From an optimization exercise on the open Yosys and OpenROAD flow, aimed at small area, a short achievable clock period and few clock cycles per item; shortcuts taken in it are not production practice. Function was checked by simulation only, so behaviour that the tests miss may differ from the original.

// magnetometer_heading_unpack
module magnetometer_heading_unpack
(
    input  wire logic              clk,
    input  wire logic              rst_n,
    input  wire logic              in_valid,
    output logic                   in_ready,
    input  wire logic [7:0]        x_high_byte,
    input  wire logic [7:0]        x_low_byte,
    input  wire logic [7:0]        y_high_byte,
    input  wire logic [7:0]        y_low_byte,
    input  wire logic [7:0]        z_high_byte,
    input  wire logic [7:0]        z_low_byte,
    output logic                   out_valid,
    input  wire logic              out_ready,
    output logic signed [15:0]     mag_x,
    output logic signed [15:0]     mag_y,
    output logic signed [15:0]     mag_z,
    output logic [16:0]            heading
);
Settings: LEC_CHECK=0, CAP_MARGIN=20, CORE_MARGIN=2, CORE_UTILIZATION=60, CTS_BUF_LIST=sky130_fd_sc_hd__clkbuf_16, CTS_CLUSTER_DIAMETER=80, CTS_CLUSTER_SIZE=25, SETUP_SLACK_MARGIN=2.2, SLEW_MARGIN=20; clock period 6.0 ns.
run.sh (not shown) runs the stock make flow with config.mk's settings and CLKGATE_MAP_FILE= SYNTH_SCRIPT=/design/flow/synth_recipe.tcl, a recipe that flattens the netlist after the stock synthesis.
The starting point went through all stages and came out clean.
Testbench counts at the start, summed over its fixed seeds: cycles 16,120, items 16,000.
Change:
Settings changed: CORE_UTILIZATION 60 to 70, CTS_BUF_LIST sky130_fd_sc_hd__clkbuf_16 to not set, CTS_CLUSTER_DIAMETER 80 to not set, CTS_CLUSTER_SIZE 25 to not set, SETUP_SLACK_MARGIN 2.2 to 2.5.
The new run passed the timing, design-rule and antenna checks.
Wire length went up by 14%.
Setup slack improves by 200 ps.
First-iteration DRC count grows by about 17%.
Clock skew went up by 14 ps.
Worst hold slack is about the same.
Cell count decreases by 0.72%.
Change:
Settings changed: CORE_UTILIZATION 70 to 50, CTS_BUF_LIST set to sky130_fd_sc_hd__clkbuf_16, CTS_CLUSTER_DIAMETER set to 80, CTS_CLUSTER_SIZE set to 25.
Global-route usage shrinks by 10 points.
Setup slack is better by 34 ps.
Critical path depth is unchanged.
Sequential cell count stays the same.
Synthesized cell count does not change.
Wire length goes down by roughly a tenth.
Change:
Settings changed: CORE_UTILIZATION 50 to 60, SETUP_SLACK_MARGIN 2.5 to 2.8.
=>
- The changed run finished clean
- core utilization went up by 14 points
- register-to-register slack is about the same
- worst setup slack improved by 60 ps
- hold slack improved by 22 ps

Starting RTL as in the previous note.
clock: 6.0 ns
lec_check: 0
cap_margin: 20
core_margin: 2
core_utilization: 60
setup_slack_margin: 2.5
slew_margin: 20
Testbench counts at the start, summed over its fixed seeds: cycles 16,120, items 16,000.
==> next run, changes <==
- CTS_BUF_LIST: default -> sky130_fd_sc_hd__clkbuf_16
- CTS_CLUSTER_DIAMETER: default -> 80
- CTS_CLUSTER_SIZE: default -> 25
- PLACE_DENSITY: default -> 0.75
The changed run passed the timing, design-rule and antenna checks.
Clock-buffer cell count went down by 101.
Fmax went down slightly.
Core utilization decreases by 1.8 points.
Critical path depth is unchanged.
First-iteration DRC count goes up by roughly a tenth.
Die area is unchanged.
Hold slack improved by 0.013 ns.
==> next run, changes <==
- PLACE_DENSITY: 0.75 -> default
Synthesized area does not change.
Routed wire length barely changes.
Non-clock buffer count drops by 1.
Clock skew shrinks by 0.020 ns.
==> next run, changes <==
- SETUP_SLACK_MARGIN: 2.5 -> 2.35
Result: Final area goes down slightly. Synthesized area stays the same. First-iteration DRC count came out higher by a few percent. Maximum frequency decreases by a few percent. Wire length decreases slightly. Synthesized cell count is unchanged. Worst setup slack got worse by 0.074 ns. Via count went down slightly.

Setup of the previous run:
Another version of the RTL of magnetometer_heading_unpack (not shown whole).
Size: about 6200 cells after synthesis, roughly 120 I/O pins, about 0.083 sq mm of cells after synthesis.
==> flow/design.v (excerpt) <==
module magnetometer_heading_unpack
(
    input  wire logic              clk,
    input  wire logic              rst_n,
    input  wire logic              in_valid,
    output logic                   in_ready,
    input  wire logic [7:0]        x_high_byte,
    input  wire logic [7:0]        x_low_byte,
    input  wire logic [7:0]        y_high_byte,
    input  wire logic [7:0]        y_low_byte,
    input  wire logic [7:0]        z_high_byte,
    input  wire logic [7:0]        z_low_byte,
    output logic                   out_valid,
    input  wire logic              out_ready,
    output logic signed [15:0]     mag_x,
    output logic signed [15:0]     mag_y,
    output logic signed [15:0]     mag_z,
    output logic [16:0]            heading
);
    logic go;             
    logic ov;             
    logic [15:1] v;       
    assign go = !ov || out_ready;
    logic [15:0] in_x, in_y, in_z, ax, ay;
    logic sx, sy, d_0;
    logic [16:0] x1s, y1p, y1n;
    always_comb begin
        in_x = {x_high_byte, x_low_byte};
        in_y = {y_high_byte, y_low_byte};
        in_z = {z_high_byte, z_low_byte};
        sx = in_x[15];
        sy = in_y[15];
        ax = in_x ^ {16{sx}};    
        ay = in_y ^ {16{sy}};    
        d_0 = sx ? sy : (!sy && (in_y != '0));
    end
    mhu_add2c #(.W(17)) u_x1 (.a({1'b0, ax}), .b({1'b0, ay}), .c1(sx), .c2(sy), .s(x1s));
    mhu_add2c #(.W(17)) u_yp (.a({1'b0, ay}), .b({1'b1, ~ax}), .c1(!sx), .c2(sy), .s(y1p));
    mhu_add2c #(.W(17)) u_yn (.a({1'b0, ax}), .b({1'b1, ~ay}), .c1(!sy), .c2(sx), .s(y1n));
    wire [24:0] c1x_1 = 25'({x1s, 8'd0});
    wire signed [24:0] c1y_1 = 25'({(d_0 ? y1p : y1n), 8'd0});
    logic [16:0] r1_x;
    logic signed [16:0] r1_y;
    logic [15:0] r1_mx, r1_my, r1_mz;
    logic [0:0] r1_d;
    always_ff @(posedge clk)
        if (go) begin
            r1_x <= c1x_1[24:8];
            r1_y <= c1y_1[24:8];
            r1_mx <= in_x; r1_my <= in_y; r1_mz <= in_z;
            r1_d <= {d_0};
        end
    wire [24:0] c2x_1 = {r1_x, 8'd0};
    wire signed [24:0] c2y_1 = {r1_y, 8'd0};
    logic d_1;
    logic [24:0] c2x_2;
  ...
Settings: LEC_CHECK=0, CAP_MARGIN=20, CORE_MARGIN=2, CORE_UTILIZATION=60, CTS_BUF_LIST=sky130_fd_sc_hd__clkbuf_16, CTS_CLUSTER_DIAMETER=100, CTS_CLUSTER_SIZE=30, SETUP_SLACK_MARGIN=2.5, SLEW_MARGIN=20; clock period 6.0 ns.
Testbench counts of the previous run, summed over its fixed seeds: cycles 16,128, items 16,000.
> inputs changed (the previous run -> the current run)
--- a/flow/config.mk
+++ b/flow/config.mk
@@ -11,4 +11 @@
-export CTS_BUF_LIST = sky130_fd_sc_hd__clkbuf_16
-export CTS_CLUSTER_DIAMETER = 100
-export CTS_CLUSTER_SIZE = 30
-export SETUP_SLACK_MARGIN = 2.5
+export SETUP_SLACK_MARGIN = 2.0
==> run notes <==
Of the current run and the previous run, the run reporting the lower critical path depth was the previous run.
Against the previous run, the final cell area of the current run is higher.
Going from the previous run to the current run, highest clock frequency the design can meet shrank by a little under 10%.
Compare the current run and the previous run | data-path buffer share of cell area in the final layout higher: the previous run
The current run: minimum clock period after layout higher than the previous run
Arrival time reported for the critical path endpoint in the current run vs the previous run: up 450 ps
The run showing the smaller count of buffer and inverter cells on the critical path is the previous run.

## afterwards: timing with drivers on the ports
The flow's constraints put no driver on any port. The routed layouts listed below were extracted and timed again, unchanged, in two steps.
Step 1 assumes that a clkbuf_16 drives the clock port and a buf_2 every other input.
Step 2 also shifts input and output timing later by t, the mid clock arrival at the registers, as if the neighbouring blocks saw the same clock.
a / b / c = ideal / step 1 / step 2; a / b = the first two.
| run | t, ns | setup WS [ns] | worst setup path at the end | clock arrival spread, ns | cell pins on the clock port's net |
|---|---|---|---|---|---|
| the first run of note 1 | 0.789 | 2.250 / 2.242 / 1.543 | input to register | 0.041 / 0.040 | 1 |
| the second run of note 1 | 0.831 | 2.446 / 2.486 / 1.656 | input to register | 0.065 / 0.065 | 1 |
| the third run of note 1 | 0.795 | 2.481 / 2.507 / 1.712 | input to register | 0.073 / 0.073 | 1 |
| the fourth run of note 1 | 0.794 | 2.541 / 2.541 / 1.781 | input to register | 0.042 / 0.041 | 1 |
| the first run of note 2 | 0.871 | 2.511 / 2.511 / 1.767 | input to register | 0.059 / 0.059 | 1 |
| the second run of note 2 | 0.816 | 2.457 / 2.482 / 1.673 | input to register | 0.061 / 0.061 | 1 |
| the third run of note 2 | 0.790 | 2.477 / 2.477 / 1.797 | input to register | 0.041 / 0.040 | 1 |
| the fourth run of note 2 | 0.791 | 2.404 / 2.407 / 1.644 | input to register | 0.037 / 0.038 | 1 |
| the previous run | 0.782 | 2.420 / 2.461 / 1.679 | input to register | 0.038 / 0.038 | 1 |
| the current run | 0.867 | 2.050 / 2.100 / 1.233 | input to register | 0.060 / 0.059 | 1 |
After both steps setup and hold are still met in every run listed. For the current run, which loses most, drivers alone change the setup slack by +0.050 ns; drivers and shift together by -0.817 ns.
